Background: an optimization exercise with open tools, aiming at a short achievable clock period and few clock cycles. Do not read the settings as production practice.
The RTL was checked by simulation tests, not by an equivalence proof against the original design.
The clock port is modelled as an ideal driver; clocking choices that lean on that would not hold on a real chip.
Power and IR drop assume default switching activity.

$ cat flow/config.mk
export PLATFORM = sky130hd
export DESIGN_NAME = dcache_wt_direct
export DESIGN_NICKNAME = dcache_wt_direct
export VERILOG_FILES = /design/flow/design.v
export SDC_FILE = /design/flow/constraint.sdc
export NUM_CORES = 4
export LEC_CHECK = 0
export ABC_CLOCK_PERIOD_IN_PS = 2500
export CAP_MARGIN = 20
export CORE_MARGIN = 2
export CORE_UTILIZATION = 60
export SETUP_SLACK_MARGIN = 3
export SLEW_MARGIN = 20
export TNS_END_PERCENT = 10
$ cat flow/constraint.sdc
create_clock -name core_clock -period 7.0 [get_ports {clk}]
set_input_delay 1.4000 -clock core_clock [delete_from_list [all_inputs] [get_ports {clk}]]
set_output_delay 1.4000 -clock core_clock [all_outputs]
set_load 0.01 [all_outputs]
$ cat flow/design.v
module dcache_wt_direct #(
  parameter int ADDR_W     = 16,
  parameter int INDEX_BITS = 6
) (
  input  logic               clk,
  input  logic               reset,
  input  logic [ADDR_W-1:0]  cpu_addr,
  input  logic               cpu_ren,
  input  logic               cpu_wen,
  input  logic [31:0]        cpu_wdata,
  input  logic [3:0]         cpu_bsel,
  output logic [31:0]        cpu_rdata,
  output logic               cpu_stall,
  output logic [ADDR_W-1:0]  mem_addr,
  output logic               mem_ren,
  output logic               mem_wen,
  output logic [31:0]        mem_wdata,
  output logic [3:0]         mem_bsel,
  input  logic [31:0]        mem_rdata,
  input  logic               mem_ready,
  output logic [31:0]        hit_count,
  output logic [31:0]        miss_count
);
  localparam int LINES = 1 << INDEX_BITS;
  localparam int TAG_W = ADDR_W - INDEX_BITS;
  localparam int WQ    = 4;
  logic [LINES-1:0]        valid;
  logic [TAG_W-1:0]        tag_arr  [LINES];
  logic [31:0]             data_arr [LINES];
  logic [ADDR_W-1:0]       wq_addr  [WQ];
  logic [31:0]             wq_data  [WQ];
  logic [3:0]              wq_bsel  [WQ];
  logic [WQ-1:0]           wq_vld;
  logic [WQ-1:0]           wq_lm;      
  logic                    s_idle;     
  logic                    s_hit;      
  logic                    s_miss;     
  logic                    s_wait;     
  logic [ADDR_W-1:0]       laddr;
  logic [31:0]             l_data;
  logic                    outst;      
  logic                    want_rd;    
  logic                    spec_ok;    
  logic                    full_busy;  
  logic [ADDR_W-1:0]       mem_addr_q;
  logic [INDEX_BITS-1:0]   idx, lidx;
  logic [TAG_W-1:0]        tag, ltag;
  logic                    is_load, is_store;
  logic                    hit, busfree, pop, spec_rd;
  logic                    st_done, ld_done, lookup, fill;
  logic [LINES-1:0]        st_en;
  logic [WQ-1:0]           match, lm_src, av, alm, push;
  logic                    n_idle, n_miss, n_want;
  logic [ADDR_W-1:0]       n_laddr, n_head;
  assign idx      = cpu_addr[INDEX_BITS-1:0];
  assign tag      = cpu_addr[ADDR_W-1:INDEX_BITS];
  assign lidx     = laddr[INDEX_BITS-1:0];
  assign ltag     = laddr[ADDR_W-1:INDEX_BITS];
  assign is_store = cpu_wen;
  assign is_load  = cpu_ren && !cpu_wen;
  assign hit      = valid[idx] && (tag_arr[idx] == tag);
  assign lookup   = s_idle && is_load;
  assign fill     = s_wait && mem_ready;
  always_comb
    for (int i = 0; i < LINES; i++)
      st_en[i] = st_done && (idx == i[INDEX_BITS-1:0]) && valid[i] && (tag_arr[i] == tag);
  assign busfree   = !outst || mem_ready;
  assign spec_rd   = spec_ok && is_load;
  assign mem_ren   = busfree && (want_rd || spec_rd);
  assign mem_wen   = busfree && !want_rd && wq_vld[0];
  assign pop       = mem_wen;
  assign mem_addr  = spec_ok ? cpu_addr : mem_addr_q;
  assign mem_wdata = wq_data[0];
  assign mem_bsel  = wq_bsel[0];
  assign cpu_stall = s_miss || (!mem_ready && (s_wait || (cpu_wen && full_busy))) ||
                     (s_idle && cpu_ren && !cpu_wen);
  assign cpu_rdata = s_wait ? mem_rdata : l_data;
  assign st_done = s_idle && is_store && !(full_busy && !mem_ready);
  assign ld_done = s_hit || fill;
  always_comb begin
    for (int k = 0; k < WQ; k++) begin
      match[k]  = wq_vld[k] && (wq_addr[k] == cpu_addr);
      lm_src[k] = lookup ? match[k] : wq_lm[k];
    end
    for (int k = 0; k < WQ; k++) begin
      if (k < WQ - 1) begin
        av[k]  = pop ? wq_vld[k + 1] : wq_vld[k];
        alm[k] = pop ? lm_src[k + 1] : lm_src[k];
      end else begin
        av[k]  = pop ? 1'b0 : wq_vld[k];
        alm[k] = pop ? 1'b0 : lm_src[k];
      end
    end
    for (int k = 0; k < WQ; k++)
      push[k] = st_done && !av[k] && ((k == 0) || av[(k + WQ - 1) % WQ]);
  end
  always_comb begin
    n_miss  = (lookup && !hit && !(spec_rd && busfree)) || (s_miss && !mem_ren);
    n_idle  = (s_idle && !lookup) || ld_done;
    n_want  = n_miss && !(|alm);
    n_laddr = lookup ? cpu_addr : laddr;
    if (push[0])  n_head = cpu_addr;
    else if (pop) n_head = wq_addr[1];
    else          n_head = wq_addr[0];
  end
  always_ff @(posedge clk or posedge reset) begin
    if (reset) begin
      s_idle     <= 1'b1;
      s_hit      <= 1'b0;
      s_miss     <= 1'b0;
      s_wait     <= 1'b0;
      want_rd    <= 1'b0;
      spec_ok    <= 1'b1;
      full_busy  <= 1'b0;
      valid      <= '0;
      wq_vld     <= '0;
      wq_lm      <= '0;
      outst      <= 1'b0;
      hit_count  <= 32'd0;
      miss_count <= 32'd0;
    end else begin
      if (mem_ren || mem_wen) outst <= 1'b1;
      else if (mem_ready)     outst <= 1'b0;
      for (int k = 0; k < WQ; k++) begin
        wq_vld[k] <= av[k] || push[k];
        wq_lm[k]  <= alm[k];
      end
      s_idle    <= n_idle;
      s_hit     <= lookup && hit;
      s_miss    <= n_miss;
      s_wait    <= (lookup && !hit && spec_rd && busfree) ||
                   (s_miss && mem_ren) || (s_wait && !mem_ready);
      want_rd   <= n_want;
      spec_ok   <= n_idle && !(|av) && !(|push);
      full_busy <= n_idle && (av[WQ-1] || push[WQ-1]) && (mem_ren || mem_wen || (outst && !mem_ready));
      if (fill) valid[lidx] <= 1'b1;
      if (s_hit) hit_count  <= hit_count + 32'd1;
      if (fill)  miss_count <= miss_count + 32'd1;
    end
  end
  always_ff @(posedge clk) begin
    for (int k = 0; k < WQ; k++) begin
      if (push[k]) begin
        wq_addr[k] <= cpu_addr;
        wq_data[k] <= cpu_wdata;
        wq_bsel[k] <= cpu_bsel;
      end else if (pop && (k < WQ - 1)) begin
        wq_addr[k] <= wq_addr[k + 1];
        wq_data[k] <= wq_data[k + 1];
        wq_bsel[k] <= wq_bsel[k + 1];
      end
    end
    mem_addr_q <= n_want ? n_laddr : n_head;
    if (lookup) begin
      laddr  <= cpu_addr;
      l_data <= data_arr[idx];
    end
    if (fill) begin
      tag_arr[lidx]  <= ltag;
      data_arr[lidx] <= mem_rdata;
    end
    for (int i = 0; i < LINES; i++)
      if (st_en[i])
        for (int b = 0; b < 4; b++)
          if (cpu_bsel[b]) data_arr[i][8*b +: 8] <= cpu_wdata[8*b +: 8];
  end
endmodule
$ cat flow/flow/run.sh
#!/bin/bash
# Standard ORFS layout, except that the port buffers are plain buffers
# (buf_4, resizable) instead of the delay cell buffer_ports picks by default.
export BUFFER_PORTS_ARGS="-buffer_cell sky130_fd_sc_hd__buf_4"
bash standard.sh > standard.log 2>&1
$ cat flow/standard.sh
#!/bin/bash
# synth_recipe.tcl (not shown) runs the flow's synth.tcl, then flattens the netlist and writes it again
# the make line also repeats each setting of config.mk as NAME=value (left out here)
make -C /OpenROAD-flow-scripts/flow DESIGN_CONFIG=/design/flow/config.mk WORK_HOME=/design/flow/orfs CLKGATE_MAP_FILE= SYNTH_SCRIPT=/design/flow/synth_recipe.tcl "${@:-finish}"
==> flow_summary.ini, run 1 <==
[routing]
drt_iter0_drc = 12590
dr.pass1.iters = 8
vias = 97708
vias_per_cell = 7.16
routedWlPerCell_um = 41.2
wl_um = 562000
drtAntennaViolNets = 0
drc = 0

[finish]
final_nets = 10047
final_cell_mix = edfxtp_1, mux2_2, nand2_1
area_growth_pct = 11.1
mostFrequentLayoutCell = edfxtp_1
drive_above_1_share_pct = 41.7

[synthesis]
synthArstFlopShare_pct = 4.64
synth_edf_count = 2912
netlist_area_um2 = 157000
yosys_warnings = 4
synth-seq-cells = 3104
synth_top_area_cell = edfxtp_1
synth_top_area_share_pct = 55.8
synth_area_per_cell_um2 = 15.8
ys.flop_type = edfxtp_1
ys_seq_area_share_pct = 58.7
synth_area_leaders = edfxtp_1, mux2_2, mux4_2, xnor2_1, dfrtp_1
syn_nets = 10029
synth_cells = 9934
yosysUniqueCellTypes = 79

[place]
portBuffers = 239
gp_congestion = 1.04
dp_hpwl_um = 356000

[worst_setup_path]
crit_buf_inv = 4
arrival_ps = 5030
cp-start-kind = input port
crit_slowest_cell = nand4_1
crit_required_ps = 7690
crit_path_max_incr_delay_ps = 550
crit_path_frequent_cell = buf_4
worstPathMaxFanout = 34
crit_type = input port to flip-flop
end_kind = flip-flop
worstPathCellList = buf_6, clkinvlp_4, nor2_1, buf_4, nand4_1, nor4_2, buf_4, nand2_1, mux2_2
path_delay_family = simple AND/OR/NAND/NOR gates

[clock_tree]
root_buffer = clkbuf_16
numCtsBuffers = 336
h-tree-depth = 5
cts_hold_buf = 0
cts_buffer_depth = 4
cts.clk_slew.worst_paths_ps = 60
clk_latency_ps = 970
tritoncts = built
cts_num_sinks = 3104

[global_routing]
track_usage_pct = 41.9
grt_first_pass_wirelength_um = 769000
antenna_found_initial = 37
gr-total-overflow = 0
grt_max_degree = 145
grt_pass1_vias = 95259

[pwr]
power_mw = 40.6
p_leak_nw = 61.0
ir_drop_mv = 0.269
power.density_nw_per_um2 = 233

[timing]
relSlewSlack_pct = 11.3
skew_ps = 47.2
max_freq_mhz = 231
setup_viol = 0
final.setup.tns_ps = 0
finalCritPeriodShare_pct = 61.9
finalHoldViolCount = 0
rsz0062_at_grt = yes
min_period_ps = 4330
drv_slew = 0
worstMarginPinSlew_ps = 1330

[die]
fp.dieW_um = 515
initial_core_util_pct = 60.3
num_rows = 187
die_h_um = 515
ios = 240
core_area_um2 = 260000
die-area_um2 = 265000

[hold_path]
hp-class = flip-flop to flip-flop

[flow_run]
maxCapViolCount = 0

[outcome]
status = complete, no violations
-- path summary, 6_finish.rpt --
path                                                start                          to  slack, ps  cells past startpoint
worst max-delay path                          cpu_addr[5]  data_arr[47][17]$_DFFE_PP_       2670                      9
worst min-delay path            hit_count[31]$_DFFE_PP0P_   hit_count[31]$_DFFE_PP0P_        480                      1
worst max register to register           s_wait$_DFF_PP0_    tag_arr[19][6]$_DFFE_PP_       2810                      4
worst min register to register  hit_count[31]$_DFFE_PP0P_   hit_count[31]$_DFFE_PP0P_        480                      1
max in group asynchronous                           reset       valid[62]$_DFFE_PP0P_       5600                      3
min in group asynchronous                           reset   miss_count[8]$_DFFE_PP0P_        660                      3
-- synth_stat cells (4+ instances only) --
| library cell | number |
|---|---|
| a221oi_1 | 20 |
| xor2_1 | 202 |
| and3_1 | 28 |
| or2_2 | 7 |
| buf_2 | 84 |
| and4_1 | 7 |
| nand2_1 | 910 |
| nand2b_1 | 6 |
| nor2_1 | 124 |
| edfxtp_1 | 2912 |
| o21ai_0 | 53 |
| or2_1 | 4 |
| nand3_1 | 152 |
| inv_1 | 94 |
| dfxtp_1 | 48 |
| buf_6 | 13 |
| clkbuf_1 | 683 |
| a31oi_1 | 13 |
| a21oi_1 | 21 |
| o21ai_1 | 4 |
| mux2_2 | 2243 |
| buf_1 | 68 |
| mux2i_1 | 151 |
| mux4_2 | 777 |
| and2_1 | 7 |
| a22oi_1 | 58 |
| or3_1 | 4 |
| ha_1 | 6 |
| a211oi_2 | 6 |
| buf_4 | 16 |
| dfrtp_1 | 142 |
| or4_1 | 11 |
| o21bai_1 | 60 |
| nor3_1 | 33 |
| xnor2_1 | 578 |
| o31ai_1 | 7 |
| nand3b_1 | 5 |
| o22ai_1 | 10 |
| nor2b_1 | 13 |
| o211a_1 | 9 |
| nor4_1 | 98 |
| o211ai_1 | 11 |
| nand4_1 | 176 |
-- cells by family after synthesis --
group / after synthesis / share of synthesized area (%)
xor+xnor: 780 / 4.36
fa+ha+maj: 6 / 0.0479
compound gates: 299 / 1.36
mux: 3175 / 28.3
flops: 3104 / 58.7
buf+inv: 966 / 2.51
simple gates: 1604 / 4.67
-- metal layers --
metal | routed length (um) | vias to the layer above | part of all wire, % | GRT usage [%]
met5 | 500 | - | 0.089 | 0
met4 | 49900 | 61 | 8.9 | 30.4
met3 | 68400 | 1696 | 12 | 13.8
met2 | 248000 | 6457 | 44 | 61.4
met1 | 195000 | 50803 | 35 | 52.3
li1 | - | 38691 | - | -
-- sequential cells by signal, indices dropped and copies added (netlist names), 4 cells and up --
name        flops
data_arr     2048
hit_count      32
l_data         32
laddr          16
mem_addr_q     16
miss_count     32
tag_arr       640
valid          64
wq_addr        64
wq_bsel        16
wq_data       128
wq_lm           4
wq_vld          4
-- report_power, final --
part,switching [mW],leakage (nW),internal (mW)
Sequential,0,30.2,20.2
Clock,7.53,5.14,9.95
Combinational,1.70,25.6,1.18
-- layout make-up --
class                           instances  area (um^2)
Sequential cell                      3104        92000
Fill cell                           18056        85600
Multi-Input combinational cell       5866        61800
Clock buffer                          438         9210
Timing Repair Buffer                  546         5020
Tap cell                             3402         4260
Clock inverter                        156         1280
Inverter                               98          417
Antenna cell                           41          103
-- stage by stage --
stage / instance area, um^2 / hold slack, ps / cells / setup slack, ps / util (%)
after floorplan: 158000 / 452 / 9934 / 2730 / -
after global placement: 162000 / 465 / 12972 / 865 / 62.4
after detailed placement: 162000 / 468 / 12973 / 797 / 62.4
after CTS: 173000 / 482 / 13577 / 2770 / 66.7
after global routing: 174000 / 513 / 13618 / 2780 / 67.0
final: 174000 / 482 / 13651 / 2670 / 67.0
-- what timing repair did --
item / in CTS / in global routing
setup endpoints to repair: 2979 / 2239
pin swaps: 3 / 5
gates cloned: 6 / 11
resized for setup: 85 / 107
buffers inserted: 4 / 21
Testbench counts, summed over its fixed seeds: cycles 63,298.
==> run 2, diff against run 1 <==
--- a/flow/config.mk
+++ b/flow/config.mk
@@ -9,5 +9,5 @@
 export CAP_MARGIN = 20
 export CORE_MARGIN = 2
-export CORE_UTILIZATION = 60
+export CORE_UTILIZATION = 45
 export SETUP_SLACK_MARGIN = 3
 export SLEW_MARGIN = 20
==> run 2 against run 1 <==
Effect of this change:
- synthesized area is the same
- sequential cell count is the same
- sequential power is essentially flat
- critical path depth shrank 3
- non-clock buffer count shrank 16
==> flow_summary.ini, run 2 <==
[clock_tree]
cts_hold_buf = 0
h-tree-depth = 5
cts_buffer_depth = 4
cts_num_sinks = 3104
numCtsBuffers = 350
cts.clk_slew.worst_paths_ps = 60
root_buffer = clkbuf_16
tritoncts = built
clk_latency_ps = 980

[synthesis]
synth_commonest_cells = edfxtp_1, mux2_2, nand2_1
synth_area_per_cell_um2 = 15.8
ys_seq_area_share_pct = 58.7
synth_top_area_share_pct = 55.8
syn_nets = 10029
synth_top_area_cell = edfxtp_1
synth_edf_count = 2912
ys.flop_type = edfxtp_1
synth_area_leaders = edfxtp_1, mux2_2, mux4_2, xnor2_1, dfrtp_1
yosysUniqueCellTypes = 79
yosys_warnings = 4
synth-seq-cells = 3104
yosysMostFrequentCell = edfxtp_1
synth_cells = 9934
synthArstFlopShare_pct = 4.64
netlist_area_um2 = 157000

[finish]
final_nets = 10043
drive_above_1_share_pct = 41.5
nFillCells = 28788
register_area_um2 = 92000
mostFrequentLayoutCell = edfxtp_1
multi_input_area_um2 = 61700
fin_util_pct = 50.7
area_growth_pct = 12.1
largestRegisters = data_arr: 2048 flops, tag_arr: 640 flops, wq_data: 128 flops
regMostFlops = data_arr
fin_area_um2 = 176000
largest_reg_flops = 2048
final_cell_mix = edfxtp_1, mux2_2, nand2_1

[timing]
rsz0062_at_grt = yes
final.setup.tns_ps = 0
relSlewSlack_pct = 7.82
worstMarginPinSlew_ps = 1380
hold-worst-slack_ps = 485
min_period_ps = 4390
max_freq_mhz = 228
finalCritPeriodShare_pct = 62.7
finalHoldViolCount = 0
drv_slew = 0
setup_viol = 0
skew_ps = 49.8

[global_routing]
antenna_found_initial = 78
grt_pass1_vias = 95284
gr-total-overflow = 0
grt_max_degree = 145
grt_first_pass_wirelength_um = 804000
track_usage_pct = 32.6

[hold_path]
hold-path-endpoint = hit_count[31]$_DFFE_PP0P_
hp-class = flip-flop to flip-flop
hold_start = hit_count[31]$_DFFE_PP0P_
hold-path-cell-count = 1

[routing]
dr.pass1.iters = 10
drtAntennaViolNets = 0
wl_um = 589000
drt_iter0_drc = 14188
routedWlPerCell_um = 39.5
drc = 0
vias = 98709
vias_per_cell = 6.63

[pwr]
clkPwrFrac_pct = 43.8
p_int_mw = 31.5
power.density_nw_per_um2 = 234
power_mw = 41.1
p_switching_mw = 9.57
seqPwrFrac_pct = 49.2
p_leak_nw = 61.0
p_comb_share_pct = 7.0
swShare_pct = 23.3
ir_drop_mv = 0.196

[worst_setup_path]
worstRegToRegCells = 6
cp-start-kind = flip-flop
ff2ff_setup_slack_ps = 2610
r2r_end = data_arr[61][5]$_DFFE_PP_
path_delay_family = simple AND/OR/NAND/NOR gates
crit_slowest_cell = nand2_1
r2r_start = s_wait$_DFF_PP0_
crit_path_frequent_cell = nand2_1
arrival_ps = 4980
crit_required_ps = 7590
worstPathMaxFanout = 13
crit_path_max_incr_delay_ps = 970
crit_buf_inv = 1
crit_type = flip-flop to flip-flop
worstPathCellList = and2_1, buf_4, nand2_1, nor2_1, nand2_1, nand2_1
end_kind = flip-flop

[place]
gp_congestion = 0.967
dp_hpwl_um = 378000
dpl-instance-area_um2 = 164000
portBuffers = 239

[outcome]
status = complete, no violations

[die]
die_h_um = 594
initial_core_util_pct = 45.2
core_area_um2 = 346000
fp.dieW_um = 594
ios = 240
die-area_um2 = 353000
num_rows = 216

[flow_run]
maxCapViolCount = 0
run 2: worst max-delay path by stage:
stage                                start                    endpoint  slack, ps  depth (start not counted)
final                     s_wait$_DFF_PP0_   data_arr[61][5]$_DFFE_PP_       2610                          6
after global routing      s_idle$_DFF_PP1_  data_arr[53][13]$_DFFE_PP_       2800                          9
after CTS                 s_wait$_DFF_PP0_                cpu_rdata[3]       2830                          3
after detailed placement       cpu_addr[0]       mem_addr_q[7]$_DFF_P_        900                         11
after global placement         cpu_addr[0]  data_arr[30][23]$_DFFE_PP_        870                         10
after floorplan                cpu_addr[5]                 mem_addr[5]       2730                          5
run 2: cell type report:
class                           instances  area share, %
Multi-Input combinational cell       5864           35.1
Clock buffer                          433           5.29
Clock inverter                        196          0.900
Inverter                               98          0.239
Tap cell                             4578           3.26
Timing Repair Buffer                  530           2.65
Antenna cell                           95          0.135
Sequential cell                      3104           52.4
run 2: kinds of logic (layout without fill, tap and decap cells):
group	after synthesis	in the layout	synth area share (%)
fa+ha+maj	6	6	0.0479
buf+inv	966	1257	2.51
xor+xnor	780	780	4.36
simple gates	1604	1604	4.67
mux	3175	3175	28.3
compound gates	299	299	1.36
flops	3104	3104	58.7
other cells	0	95	0
run 2: stage by stage:
step | cells | setup WS (ps)
after floorplan | 9934 | 2730
after global placement | 14153 | 866
after detailed placement | 14156 | 902
after CTS | 14802 | 2830
after global routing | 14822 | 2800
final | 14898 | 2610
run 2: layer usage:
layer / vias to the layer above / GRT usage, % / part of all wire (%)
met2: 6765 / 47.7 / 44
met1: 51820 / 42.6 / 37
li1: 38742 / - / -
met3: 1304 / 11.1 / 12
met4: 78 / 17.9 / 6.2
met5: - / 1.01 / 0.21
run 2: power by group through the flow:
stage	combinational (mW)	clock, mW	sequential, mW
2_1_floorplan	1.94	0	20.6
3_3_place_gp	2.73	0	20.6
3_5_place_dp	2.77	0	20.6
4_1_cts	2.83	18.1	20.2
5_1_grt	2.98	18.8	20.2
6_report	2.88	18.0	20.2
run 2: repair_timing:
action,in CTS,in global routing
setup endpoints to repair,3132,1558
pin swaps,3,1
buffers inserted,10,0
cloned,7,1
gates resized for setup,96,52
==> run 3, diff against run 2 <==
--- a/flow/design.v
+++ b/flow/design.v
@@ -33,4 +33,11 @@
   logic [WQ-1:0]           wq_vld;
   logic [WQ-1:0]           wq_lm;      
+  logic                    st_pend, f_pend;
+  logic [ADDR_W-1:0]       st_addr;
+  logic [31:0]             st_data;
+  logic [3:0]              st_bsel;
+  logic [INDEX_BITS-1:0]   f_idx;
+  logic [TAG_W-1:0]        f_tag;
+  logic [31:0]             f_data;
   logic                    s_idle;     
   logic                    s_hit;      
@@ -44,8 +51,8 @@
   logic                    full_busy;  
   logic [ADDR_W-1:0]       mem_addr_q;
-  logic [INDEX_BITS-1:0]   idx, lidx;
-  logic [TAG_W-1:0]        tag, ltag;
+  logic [INDEX_BITS-1:0]   idx, lidx, sidx;
+  logic [TAG_W-1:0]        tag, ltag, stag;
   logic                    is_load, is_store;
-  logic                    hit, busfree, pop, spec_rd;
+  logic                    hit, retry, busfree, pop, spec_rd;
   logic                    st_done, ld_done, lookup, fill;
   logic [LINES-1:0]        st_en;
@@ -60,9 +67,12 @@
   assign is_load  = cpu_ren && !cpu_wen;
   assign hit      = valid[idx] && (tag_arr[idx] == tag);
-  assign lookup   = s_idle && is_load;
+  assign sidx     = st_addr[INDEX_BITS-1:0];
+  assign stag     = st_addr[ADDR_W-1:INDEX_BITS];
+  assign retry    = (st_pend && (sidx == idx)) || (f_pend && (f_idx == idx));
+  assign lookup   = s_idle && is_load && !retry;
   assign fill     = s_wait && mem_ready;
   always_comb
     for (int i = 0; i < LINES; i++)
-      st_en[i] = st_done && (idx == i[INDEX_BITS-1:0]) && valid[i] && (tag_arr[i] == tag);
+      st_en[i] = st_pend && (sidx == i[INDEX_BITS-1:0]) && valid[i] && (tag_arr[i] == stag);
   assign busfree   = !outst || mem_ready;
   assign spec_rd   = spec_ok && is_load;
@@ -117,4 +127,6 @@
       wq_lm      <= '0;
       outst      <= 1'b0;
+      st_pend    <= 1'b0;
+      f_pend     <= 1'b0;
       hit_count  <= 32'd0;
       miss_count <= 32'd0;
@@ -134,5 +146,7 @@
       spec_ok   <= n_idle && !(|av) && !(|push);
       full_busy <= n_idle && (av[WQ-1] || push[WQ-1]) && (mem_ren || mem_wen || (outst && !mem_ready));
-      if (fill) valid[lidx] <= 1'b1;
+      st_pend   <= st_done;
+      f_pend    <= fill;
+      if (f_pend) valid[f_idx] <= 1'b1;
       if (s_hit) hit_count  <= hit_count + 32'd1;
       if (fill)  miss_count <= miss_count + 32'd1;
@@ -156,12 +170,22 @@
       l_data <= data_arr[idx];
     end
+    if (st_done) begin
+      st_addr <= cpu_addr;
+      st_data <= cpu_wdata;
+      st_bsel <= cpu_bsel;
+    end
     if (fill) begin
-      tag_arr[lidx]  <= ltag;
-      data_arr[lidx] <= mem_rdata;
+      f_idx  <= lidx;
+      f_tag  <= ltag;
+      f_data <= mem_rdata;
+    end
+    if (f_pend) begin
+      tag_arr[f_idx]  <= f_tag;
+      data_arr[f_idx] <= f_data;
     end
     for (int i = 0; i < LINES; i++)
       if (st_en[i])
         for (int b = 0; b < 4; b++)
-          if (cpu_bsel[b]) data_arr[i][8*b +: 8] <= cpu_wdata[8*b +: 8];
+          if (st_bsel[b]) data_arr[i][8*b +: 8] <= st_data[8*b +: 8];
   end
 endmodule
==> flow/flow/run.sh (replaced) <==
#!/bin/bash
# Standard ORFS layout with two changes:
#  - the port buffers are plain buffers (buf_4, resizable) instead of the
#    delay cell buffer_ports picks by default;
#  - after CTS, an extra setup repair pass (without the footprint restriction,
#    over all endpoints) before global routing.
set -euo pipefail
export BUFFER_PORTS_ARGS="-buffer_cell sky130_fd_sc_hd__buf_4"
bash standard.sh cts > standard_cts.log 2>&1
openroad -no_init -exit flow/extra_repair.tcl > extra_repair.log 2>&1
bash standard.sh > standard_finish.log 2>&1
==> flow/flow/extra_repair.tcl (new file) <==
# Extra setup repair on the CTS result, then legalize and write it back.
set res orfs/results/$::env(FLOW_PLATFORM)/dcache_wt_direct/base
set plat $::env(FLOW_HOME)/platforms/$::env(FLOW_PLATFORM)
read_liberty $plat/lib/sky130_fd_sc_hd__tt_025C_1v80.lib
read_db $res/4_cts.odb
read_sdc $res/4_cts.sdc
source $plat/setRC.tcl
set_dont_use [list sky130_fd_sc_hd__probe_p_8 sky130_fd_sc_hd__probec_p_8 sky130_fd_sc_hd__lpflow_*]
set_propagated_clock [all_clocks]
estimate_parasitics -placement
report_worst_slack
repair_timing -setup -setup_margin 3.6 -repair_tns 100 -verbose
detailed_placement
check_placement -verbose
estimate_parasitics -placement
report_worst_slack
report_check_types -max_slew -max_capacitance -violators
write_db $res/4_cts.odb
==> run 3 against run 2 <==
Effect of this change:
- still clean on timing, DRC and antenna
- clock skew up 25 ps
- register-to-register slack better by 650 ps
- sequential power up 2%
- non-clock buffer count up 147
- cell count up 0.11%
- first-iteration DRC count down 11%
- largest cell class unchanged
- highest routed layer unchanged
==> flow_summary.ini, run 3 <==
[routing]
wl_um = 574000
vias = 96757
dr.pass1.iters = 7
drtAntennaViolNets = 0
routedWlPerCell_um = 38.5
drt_iter0_drc = 12674
vias_per_cell = 6.49
drc = 0

[timing]
max_freq_mhz = 253
worstMarginPinSlew_ps = 1280
finalCritPeriodShare_pct = 56.5
drv_slew = 0
relSlewSlack_pct = 14.2
rsz0062_at_grt = no
final.setup.tns_ps = 0
finalHoldViolCount = 0
skew_ps = 74.7
min_period_ps = 3960
setup_viol = 0

[clock_tree]
numCtsBuffers = 356
root_buffer = clkbuf_16
tritoncts = built
cts_num_sinks = 3206
h-tree-depth = 5
cts.clk_slew.worst_paths_ps = 60
cts_hold_buf = 0
cts_buffer_depth = 4
clk_latency_ps = 990

[synthesis]
synthArstFlopShare_pct = 4.55
synth_cells = 9763
synth_area_leaders = edfxtp_1, mux2_2, mux4_2, xnor2_1, dfrtp_1
yosysMostFrequentCell = edfxtp_1
netlist_area_um2 = 159000
ys_seq_area_share_pct = 59.9
synth-seq-cells = 3206
yosysUniqueCellTypes = 69
synth_top_area_cell = edfxtp_1
ys.flop_type = edfxtp_1
synth_edf_count = 3012
yosys_warnings = 4
synth_area_per_cell_um2 = 16.2
synth_top_area_share_pct = 57.0
syn_nets = 9858
synth_commonest_cells = edfxtp_1, mux2_2, mux4_2

[finish]
drive_above_1_share_pct = 45.8
largest_reg_flops = 2048
regMostFlops = data_arr
area_growth_pct = 14.5
nFillCells = 28662
largestRegisters = data_arr: 2048 flops, tag_arr: 640 flops, wq_data: 128 flops
stdcell_count = 14914
mostFrequentLayoutCell = edfxtp_1
final_nets = 10055
final_cell_mix = edfxtp_1, mux2_2, mux4_2

[place]
placedCellCount = 14066
portBuffers = 239
gp_congestion = 1.00
dp_hpwl_um = 358000

[worst_setup_path]
crit_buf_inv = 5
crit_required_ps = 7880
crit_slowest_cell = a21oi_2
crit_path_frequent_cell = clkbuf_16
end_kind = flip-flop
worstPathMaxFanout = 8
arrival_ps = 4840
path_delay_family = compound AO/OA/AOI/OAI gates
ff2ff_setup_slack_ps = 3260
cp-start-kind = input port
crit_path_max_incr_delay_ps = 610
worstPathCellList = clkbuf_16, buf_16, buf_6, buf_4, mux4_2, o221ai_1, a21oi_2, a22oi_2, xnor2_1, a2111o_1, o21ai_2, nand2_4, clkbuf_16, mux2_4
crit_type = input port to flip-flop

[die]
num_rows = 218
ios = 240
die-area_um2 = 357000
core_area_um2 = 352000
die_h_um = 598
fp.dieW_um = 598
initial_core_util_pct = 45.1

[global_routing]
grt_pass1_vias = 96227
gr-total-overflow = 0
grt_max_degree = 147
grt_first_pass_wirelength_um = 792000
track_usage_pct = 31.8
antenna_found_initial = 40

[outcome]
status = complete, no violations

[flow_run]
maxCapViolCount = 0

[pwr]
power_mw = 41.0
ir_drop_mv = 0.184
p_leak_nw = 60.5
power.density_nw_per_um2 = 226

[hold_path]
hp-class = flip-flop to flip-flop
[run 3: cell count changes after synthesis, moves of 24 or more]
cell      previous run  this run
xnor2_1            578       423
clkbuf_1           683       612
xor2_1             202       373
nand4_1            176       152
buf_1               68       131
edfxtp_1          2912      3012
nand2_1            910       777
nand3_1            152        86
o21ai_0             53        23
nor3_1              33        77
[run 3: power by group]
part	internal [mW]	switching (mW)	leakage, nW
clock network	10.7	8.20	5.65
registers	20.7	0	28.2
logic	0.649	0.784	26.7
[run 3: cell type report]
cell class | instances | area, um^2 | area share, %
sequential | 3206 | 95100 | 52.3
multi-input combinational | 5626 | 61800 | 34.0
clock buffer | 450 | 9610 | 5.29
timing repair buffer | 677 | 6930 | 3.81
tap | 4620 | 5780 | 3.18
clock inverter | 212 | 1920 | 1.06
inverter | 90 | 379 | 0.209
antenna | 30 | 75.1 | 0.0413
timing repair inverter | 3 | 27.5 | 0.0152
[run 3: metal layers]
metal	track usage, %	vias to the layer above	routed length (um)
li1	-	38556	-
met1	41.2	51008	216000
met2	47.8	5888	257000
met3	8.36	1293	60500
met4	19.4	12	40600
met5	0	-	72
[run 3: path summary, 6_finish.rpt]
kind,from,to,cells past startpoint
max,cpu_addr[0],mem_addr_q[7]$_DFF_P_,14
min,laddr[11]$_DFF_P_,f_tag[5]$_DFFE_PP_,0
max reg2reg,f_idx[5]$_DFFE_PP_,mem_addr_q[7]$_DFF_P_,12
min reg2reg,laddr[11]$_DFF_P_,f_tag[5]$_DFFE_PP_,0
max in group asynchronous,reset,s_wait$_DFF_PP0_,3
min in group asynchronous,reset,hit_count[1]$_DFFE_PP0P_,3
[run 3: what timing repair did]
item,CTS,global route
resized for setup,31,0
buffers inserted,14,0
setup endpoints to repair,1709,0
[run 3: metrics by stage]
stage	cell area (um^2)	util (%)	hold WS, ps	setup slack, ps
2_1_floorplan	159000	-	404	1850
3_3_place_gp	166000	47.1	409	1170
3_5_place_dp	166000	47.2	412	1210
4_1_cts	178000	50.6	408	2710
5_1_grt	182000	51.6	430	3060
6_report	182000	51.6	418	3040
[run 3: cell families after synthesis]
kind of cell             Yosys count  synth area share, %
flip-flops                      3206                 59.9
multiplexers                    3191                 28.2
AND/OR/NAND/NOR                 1388                 3.95
buffers and inverters            931                 2.38
XOR/XNOR                         796                 4.40
AO/OA/AOI/OAI                    245                 1.08
adder cells (fa/ha/maj)            6               0.0473
[run 3: worst register-to-register path, stage by stage, from the launching register on]
cell and delay, ps:
edfxtp_1 840, xor2_1 140, nor4_1 410, buf_4 210, nor2_4 60, buf_4 260
mux2i_1 280, o2111ai_1 330, nor2_2 310, o21ai_2 130, nand2_4 170, clkbuf_16 210
mux2_4 310
Testbench counts of run 3, summed over its fixed seeds: cycles 63,513.

static timing again, ports no longer ideal:
Ports are ideal in the flow. The routed layouts listed here were re-timed in OpenROAD.
Step 1 (the two cells are an assumption about what drives the block):
set clk [get_ports {clk}]
set_driving_cell -lib_cell sky130_fd_sc_hd__clkbuf_16 $clk
set_driving_cell -lib_cell sky130_fd_sc_hd__buf_2 [delete_from_list [all_inputs] $clk]
Step 2, shift: input delay + t, output delay - t, t = (earliest + latest rising clock arrival at the registers) / 2. This alone moves slack from input paths to output paths.
Slacks: ideal / step 1 / step 2; pairs: ideal / step 1.
run | shift t [ns] | setup slack, ns | worst data-port slew with drivers (ns)
run 1 | 1.055 | 2.665 / 2.556 / 1.501 | 0.35
run 2 | 1.062 | 2.610 / 2.605 / 1.543 | 0.23
run 3 | 1.067 | 3.042 / 2.773 / 1.706 | 0.50
After both steps setup and hold are still met in every run listed. For run 3, which loses most, drivers alone change the setup slack by -0.269 ns; drivers and shift together by -1.336 ns.
